From an optimization exercise on the open Yosys and OpenROAD flow, aimed at small area, a short achievable clock period and few clock cycles; shortcuts taken in it are not production practice.
Only simulation tests tie the RTL to the original design; equivalence was not proved.
No driver is modelled on the clock port, so clock power and skew are understated where the tree is cut down; a real chip needs a root buffer or a tree.

==> inputs of run Y <==
Design sha256_padder, start of the top module:
module sha256_padder (
	input  logic         clock,
	input  logic         regin_reset,
	input  logic         go,
	input  logic [5:0]   msg_len,
	input  logic [7:0]   mem_data,
	output logic [6:0]   mem_req,
	output logic [511:0] block,
	output logic         pad_rdy
);
==> module sha256_padder, before the edit <==
module sha256_padder (
	input  logic         clock,
	input  logic         regin_reset,
	input  logic         go,
	input  logic [5:0]   msg_len,
	input  logic [7:0]   mem_data,
	output logic [6:0]   mem_req,
	output logic [511:0] block,
	output logic         pad_rdy
);
	logic       idle;    
	logic       en;      
	logic [5:0] addr;    
	logic       clr;     
	logic       v0;      
	logic       vld;     
	logic       hd;      
	logic [5:0] len;     
	logic [5:0] lenq;    
	logic       accept;
	logic [7:0] msg [0:54];   
	logic       mark55;       
	assign accept  = go & idle;
	function automatic logic [5:0] dec6(input logic [5:0] x);
		for (int i = 0; i < 6; i++) begin
			dec6[i] = x[i] ^ ~|(x & ((6'd1 << i) - 6'd1));
		end
	endfunction
	assign mem_req = {en, addr};
	always_ff @(posedge clock) begin
		if (regin_reset) begin
			idle    <= 1'b1;
			en      <= 1'b0;
			clr     <= 1'b0;
			v0      <= 1'b0;
			vld     <= 1'b0;
			hd      <= 1'b1;
			pad_rdy <= 1'b0;
		end else begin
			idle    <= (idle & ~go) | ((clr | v0 | vld) & ~en);
			en      <= idle ? (go & (msg_len != 6'd0)) :
			           clr  ? (|len[5:1]) : (en & (addr != 6'd1));
			clr     <= accept;
			v0      <= en & clr;
			vld     <= en & ~clr;
			hd      <= ~accept & ~(en & ~clr);
			pad_rdy <= ((clr | v0 | vld) & ~en) | (pad_rdy & ~go);
		end
	end
	always_ff @(posedge clock) begin
		addr <= idle ? 6'd0 : clr ? dec6(len) : dec6(addr);
	end
	always_ff @(posedge clock) begin
		if (accept) begin
			len <= msg_len;
		end
		lenq <= len;
	end
	always_ff @(posedge clock) begin
		msg[0] <= ({8{v0}} & mem_data) | ({8{clr}} & 8'h80) | ({8{~clr & ~v0}} & msg[0]);
		msg[1] <= ({8{vld}} & mem_data) | ({8{clr & en}} & 8'h80) | ({8{hd}} & msg[1]);
		for (int i = 2; i < 55; i++) begin
			msg[i] <= ({8{vld}} & msg[i - 1]) | ({8{hd}} & msg[i]);
		end
		mark55 <= (vld & msg[54][7]) | (hd & mark55);
	end
	always_comb begin
		block = '0;
		for (int i = 0; i < 55; i++) begin
			block[511 - 8 * i -: 8] = msg[i];
		end
		block[71] = mark55;
		block[8:3] = lenq;
	end
endmodule
clock: 4.0 ns
lec_check: 0
cap_margin: 20
core_aspect_ratio: 4
core_margin: 2
core_utilization: 70
setup_slack_margin: 2.55
slew_margin: 20
standard.sh (not shown) runs the stock make flow with config.mk's settings and CLKGATE_MAP_FILE= SYNTH_SCRIPT=/design/flow/synth_recipe.tcl, a recipe that flattens the netlist after the stock synthesis.
==> flow/flow/run.sh <==
#!/bin/bash
# Layout: the standard flow with these changes.
#  - synthesis runs first, exactly as standard (synth.log);
#  - after synthesis, repair uses no delay cells (dont_use.tcl);
#  - port buffers are buf_1;
#  - flip-flops that drive an output buffer drive only it: their other
#    loads move to the buffer output; wide nets get balanced buffer trees,
#    repair_design caps fanout (pre_resize.tcl);
#  - the CTS buffer tree is replaced by a two-level inverter tree, and the
#    post-CTS repair runs on that tree (post_cts.tcl).
#  - repair may resize cells to other footprints (MATCH_CELL_FOOTPRINT=0).
#  - one tie cell drives up to 8 constant-0 output ports (tie_merge.tcl, run
#    from pre_resize.tcl).
#  - output buffers sit next to the flip-flops that drive them (post_dp.tcl).
# The rest of the tools' output goes to standard.log.
set -e
bash standard.sh synth > synth.log 2>&1
F=$PWD/flow
export BUFFER_PORTS_ARGS="-buffer_cell sky130_fd_sc_hd__buf_1"
export PRE_FLOORPLAN_TCL=$F/dont_use.tcl
export FLOW_TIE_GROUP=8
export PRE_RESIZE_TCL=$F/pre_resize.tcl
export POST_DETAIL_PLACE_TCL=$F/post_dp.tcl
export PRE_CTS_TCL=$F/dont_use.tcl
export POST_CTS_TCL=$F/post_cts.tcl
export PRE_GLOBAL_ROUTE_TCL=$F/dont_use.tcl
export FLOW_MAX_FANOUT=40
bash standard.sh SKIP_CTS_REPAIR_TIMING=1 MATCH_CELL_FOOTPRINT=0 finish > standard.log 2>&1
==> flow/flow/ftree.tcl <==
# Wide nets (the shift and hold selects of the block register) get a
# one-level buffer tree: any buffers already on the net are removed, then the
# loads are split by recursive bisection of their positions into equal groups
# of at most group_size, each driven by one buffer at its centroid. Uses
# itree_bisect / itree_centroid from inv_tree.tcl.
source [file dirname [info script]]/inv_tree.tcl

proc ftree_is_buf {inst} {
  set m [[$inst getMaster] getName]
  return [expr {[string match "sky130_fd_sc_hd__buf_*" $m] || [string match "sky130_fd_sc_hd__clkbuf_*" $m]}]
}

# move the loads of buffers hanging on net to net itself, recursively
proc ftree_collapse {net} {
  set n 0
  set again 1
  while {$again} {
    set again 0
    foreach it [$net getITerms] {
      if {[$it isOutputSignal]} { continue }
      set inst [$it getInst]
      if {![ftree_is_buf $inst]} { continue }
      set out [[$inst findITerm X] getNet]
      if {$out == "NULL" || [llength [$out getBTerms]] > 0} { continue }
      foreach l [$out getITerms] {
        if {[$l getInst] == $inst} { continue }
        $l disconnect
        $l connect $net
      }
      $it disconnect
      [$inst findITerm X] disconnect
      odb::dbInst_destroy $inst
      odb::dbNet_destroy $out
      incr n
      set again 1
      break
    }
  }
  return $n
}

proc ftree_build {min_loads group_size buf_name} {
  set db [ord::get_db]
  set block [ord::get_db_block]
  set bm [$db findMaster $buf_name]
  set wide {}
  foreach net [$block getNets] {
    if {[$net getSigType] != "SIGNAL"} { continue }
    if {[llength [$net getBTerms]] > 0} { continue }
    set driver ""
    foreach it [$net getITerms] { if {[$it isOutputSignal]} { set driver $it } }
    if {$driver == "" || [ftree_is_buf [$driver getInst]]} { continue }
    set nl 0
    foreach it [$net getITerms] {
      if {[$it isOutputSignal]} { continue }
      if {[ftree_is_buf [$it getInst]]} { incr nl 16 } else { incr nl }
    }
    if {$nl <= $min_loads} { continue }
    set is_clock 0
    foreach it [$net getITerms] {
      if {[[$it getMTerm] getName] == "CLK"} { set is_clock 1; break }
    }
    if {!$is_clock} { lappend wide $net }
  }
  set k 0
  foreach net $wide {
    set removed [ftree_collapse $net]
    set items {}
    set drv ""
    foreach it [$net getITerms] {
      if {[$it isOutputSignal]} { set drv $it; continue }
      set bb [[$it getInst] getBBox]
      lappend items [list [expr {([$bb xMin] + [$bb xMax]) / 2}] [expr {([$bb yMin] + [$bb yMax]) / 2}] $it]
    }
    if {$drv == ""} { continue }
    set levels 0
    while {[llength $items] > $group_size * (1 << $levels)} { incr levels }
    set groups [itree_bisect $items $levels]
    foreach grp $groups {
      set c [itree_centroid $grp]
      set inst [odb::dbInst_create $block $bm "ftree_buf_$k"]
      set sub [odb::dbNet_create $block "ftree_net_$k"]
      foreach s $grp {
        set it [lindex $s 2]
        $it disconnect
        $it connect $sub
      }
      [$inst findITerm A] connect $net
      [$inst findITerm X] connect $sub
      $inst setLocation [lindex $c 0] [lindex $c 1]
      $inst setPlacementStatus PLACED
      incr k
    }
    puts "ftree: [$net getName] removed $removed buffers, [llength $items] loads -> [llength $groups] buffers"
  }
}
==> flow/flow/post_dp.tcl <==
# After detailed placement: put each output port buffer that is driven by a
# flip-flop right next to that flip-flop, so the buffer, not the flip-flop,
# drives the wire to the pin; then legalize again.
set block [ord::get_db_block]
set moved 0
foreach bt [$block getBTerms] {
  if {[$bt getIoType] != "OUTPUT"} { continue }
  set pnet [$bt getNet]
  if {$pnet == "NULL"} { continue }
  set drv ""
  foreach it [$pnet getITerms] { if {[$it isOutputSignal]} { set drv $it } }
  if {$drv == ""} { continue }
  set buf [$drv getInst]
  if {![string match "sky130_fd_sc_hd__buf_*" [[$buf getMaster] getName]]} { continue }
  set in_net [[$buf findITerm A] getNet]
  if {$in_net == "NULL"} { continue }
  set src ""
  foreach it [$in_net getITerms] { if {[$it isOutputSignal]} { set src $it } }
  if {$src == "" || [[$src getMTerm] getName] != "Q"} { continue }
  set ff [$src getInst]
  set loc [$ff getLocation]
  $buf setLocation [expr {[lindex $loc 0] + [[$ff getMaster] getWidth]}] [lindex $loc 1]
  incr moved
}
puts "post_dp: moved $moved output buffers next to their flip-flops"
detailed_placement
optimize_mirroring
check_placement -verbose
estimate_parasitics -placement
==> flow/flow/pre_resize.tcl <==
# Before repair_design:
#  - a flip-flop that drives an output port's buffer hands its other loads to
#    the buffer's output, so the flip-flop itself drives only the buffer;
#  - the wide control nets (shift and hold selects of the block register) get
#    a balanced buffer tree (ftree.tcl), and fanout is capped for the rest.
source [file dirname [info script]]/dont_use.tcl
source [file dirname [info script]]/tie_merge.tcl

set block [ord::get_db_block]
set moved 0
foreach bt [$block getBTerms] {
  if {[$bt getIoType] != "OUTPUT"} { continue }
  set pnet [$bt getNet]
  if {$pnet == "NULL"} { continue }
  set drv ""
  foreach it [$pnet getITerms] { if {[$it isOutputSignal]} { set drv $it } }
  if {$drv == ""} { continue }
  set buf [$drv getInst]
  if {![string match "sky130_fd_sc_hd__buf_*" [[$buf getMaster] getName]]} { continue }
  set in_net [[$buf findITerm A] getNet]
  if {$in_net == "NULL" || [llength [$in_net getBTerms]] > 0} { continue }
  set src ""
  foreach it [$in_net getITerms] { if {[$it isOutputSignal]} { set src $it } }
  if {$src == "" || [[$src getMTerm] getName] != "Q"} { continue }
  foreach it [$in_net getITerms] {
    if {$it == $src || [$it getInst] == $buf} { continue }
    $it disconnect
    $it connect $pnet
    incr moved
  }
}
puts "pre_resize: moved $moved loads behind output buffers"

source [file dirname [info script]]/ftree.tcl
ftree_build 100 28 sky130_fd_sc_hd__buf_4

set_max_fanout $::env(FLOW_MAX_FANOUT) [current_design]
Other scripts of this flow, unchanged in this note and not shown: flow/flow/dont_use.tcl, flow/flow/inv_tree.tcl, flow/flow/post_cts.tcl, flow/flow/tie_merge.tcl
==> run C: changes against run Y <==
--- a/flow/design.v
+++ b/flow/design.v
@@ -19,3 +19,2 @@
 	logic [5:0] len;     
-	logic [5:0] lenq;    
 	logic       accept;
@@ -57,3 +56,2 @@
 		end
-		lenq <= len;
 	end
@@ -73,3 +71,3 @@
 		block[71] = mark55;
-		block[8:3] = lenq;
+		block[8:3] = len;
 	end
--- a/flow/flow/run.sh
+++ b/flow/flow/run.sh
@@ -6,4 +6,3 @@
 #  - flip-flops that drive an output buffer drive only it: their other
-#    loads move to the buffer output; wide nets get balanced buffer trees,
-#    repair_design caps fanout (pre_resize.tcl);
+#    loads move to the buffer output; repair_design caps fanout (pre_resize.tcl);
 #  - the CTS buffer tree is replaced by a two-level inverter tree, and the
@@ -13,3 +12,2 @@
 #    from pre_resize.tcl).
-#  - output buffers sit next to the flip-flops that drive them (post_dp.tcl).
 # The rest of the tools' output goes to standard.log.
@@ -22,3 +20,2 @@
 export PRE_RESIZE_TCL=$F/pre_resize.tcl
-export POST_DETAIL_PLACE_TCL=$F/post_dp.tcl
 export PRE_CTS_TCL=$F/dont_use.tcl
@@ -26,3 +23,3 @@
 export PRE_GLOBAL_ROUTE_TCL=$F/dont_use.tcl
-export FLOW_MAX_FANOUT=40
+export FLOW_MAX_FANOUT=16
 bash standard.sh SKIP_CTS_REPAIR_TIMING=1 MATCH_CELL_FOOTPRINT=0 finish > standard.log 2>&1
--- a/flow/flow/pre_resize.tcl
+++ b/flow/flow/pre_resize.tcl
@@ -3,4 +3,4 @@
 #    the buffer's output, so the flip-flop itself drives only the buffer;
-#  - the wide control nets (shift and hold selects of the block register) get
-#    a balanced buffer tree (ftree.tcl), and fanout is capped for the rest.
+#  - cap the fanout so the wide control nets (shift and hold selects of the
+#    block register) get buffer trees.
 source [file dirname [info script]]/dont_use.tcl
@@ -33,5 +33,2 @@
 
-source [file dirname [info script]]/ftree.tcl
-ftree_build 100 28 sky130_fd_sc_hd__buf_4
-
 set_max_fanout $::env(FLOW_MAX_FANOUT) [current_design]
--- a/flow/config.mk
+++ b/flow/config.mk
@@ -11,3 +11,3 @@
 export CORE_UTILIZATION = 70
-export SETUP_SLACK_MARGIN = 2.55
+export SETUP_SLACK_MARGIN = 2.3
 export SLEW_MARGIN = 20
removed: flow/flow/ftree.tcl
removed: flow/flow/post_dp.tcl
==> run K: changes against run Y <==
--- a/flow/config.mk
+++ b/flow/config.mk
@@ -10,4 +10,4 @@
 export CORE_MARGIN = 2
-export CORE_UTILIZATION = 70
-export SETUP_SLACK_MARGIN = 2.55
+export CORE_UTILIZATION = 65
+export SETUP_SLACK_MARGIN = 2.5
 export SLEW_MARGIN = 20
==> run E: changes against run Y <==
--- a/flow/config.mk
+++ b/flow/config.mk
@@ -10,4 +10,4 @@
 export CORE_MARGIN = 2
-export CORE_UTILIZATION = 70
-export SETUP_SLACK_MARGIN = 2.55
+export CORE_UTILIZATION = 60
+export SETUP_SLACK_MARGIN = 2.45
 export SLEW_MARGIN = 20
==> flow_summary.toml <==
[outcome]
status = "stopped before the end"
last-stage-reached = "global routing (5_1_grt)"
error_message = "[ERROR GRT-0232] Routing congestion too high. Check the congestion heatmap in the GUI."

[yosys]
syn_avg_cell_area_um2 = 12.9

[place]
gp_congestion = 0.858
dp.final_hpwl_um = 30100

[global_routing]
groute.usage.overall_pct = 98.7

[die]
die_width_um = 76.4

[clocking]
cts.sinks = 466
The numbers above come from run Y.

==> flow_summary.toml <==
[outcome]
status = "complete, no violations"

[clocking]
cts.sinks = 466

[die]
die_width_um = 82.2

[place]
gp_congestion = 0.855

[global_routing]
groute.usage.overall_pct = 33.3

[yosys]
syn_avg_cell_area_um2 = 12.9
The numbers above come from run E.

==> flow_summary.toml <==
[global_routing]
groute.usage.overall_pct = 33.7

[place]
dp.final_hpwl_um = 30300
gp_congestion = 0.843

[clocking]
cts.sinks = 466

[outcome]
status = "complete, no violations"

[route]
route.detailed.drc = 0

[die]
die-area_mm2 = 0.0241

[yosys]
syn_avg_cell_area_um2 = 12.9
The numbers above come from run K.

==> flow_summary.toml <==
[route]
met2WireLength_um = 22400

[yosys]
syn_avg_cell_area_um2 = 12.9

[clocking]
cts.sinks = 460

[finish]
fraction_of_standard_cell_area_that_is_sequential_pct = 55.6
most_frequent_cells_in_the_layout = "sky130_fd_sc_hd__buf_1, sky130_fd_sc_hd__dfxtp_1, sky130_fd_sc_hd__a22o_1, sky130_fd_sc_hd__clkbuf_2, sky130_fd_sc_hd__clkinv_8"

[global_routing]
gr-max-usage-layer = "met2"
groute.usage.overall_pct = 41.5

[die]
die_width_um = 76.1

[power]
power_density_mw_per_mm2 = 414

[place]
gp_congestion = 0.896
dp.final_hpwl_um = 36400

[outcome]
status = "complete, no violations"
The numbers above come from run C.

Testbench counts of run Y, summed over its fixed seeds: cycles 15,553.
Testbench counts of run C, summed over its fixed seeds: cycles 15,553.
Testbench counts of run K, summed over its fixed seeds: cycles 15,553.
Testbench counts of run E, summed over its fixed seeds: cycles 15,553.
The clock cells of run C, run K and run E come from the design's own scripts or RTL, not from TritonCTS.

re-timing with driven ports:
Ports are ideal in the flow. The routed layouts listed here were re-timed in OpenROAD. Step 1 sets driving cells, clkbuf_16 on the clock port and buf_2 on the other inputs (assumed; they add their load-dependent delay and slew). Step 2 adds t to the input delays and takes it off the output delays; t is the mean of the earliest and latest rising clock arrival at the registers after step 1. Input paths then give back, and output paths get back, about the clock's delay inside the block. a / b / c = ideal ports / drivers / drivers and shift; a / b = the first two.
| run | t (ns) | slack for setup (ns) | worst data-port slew with drivers (ns) |
|---|---|---|---|
| run C | 0.405 | 2.306 / 2.080 / 2.275 | 0.11 |
| run K | 0.408 | 2.501 / 2.275 / 2.318 | 0.04 |
| run E | 0.420 | 2.446 / 2.217 / 2.341 | 0.04 |
After both steps setup and hold are still met in every run listed. For run K, which loses most, drivers alone change the setup slack by -0.226 ns; drivers and shift together by -0.183 ns.
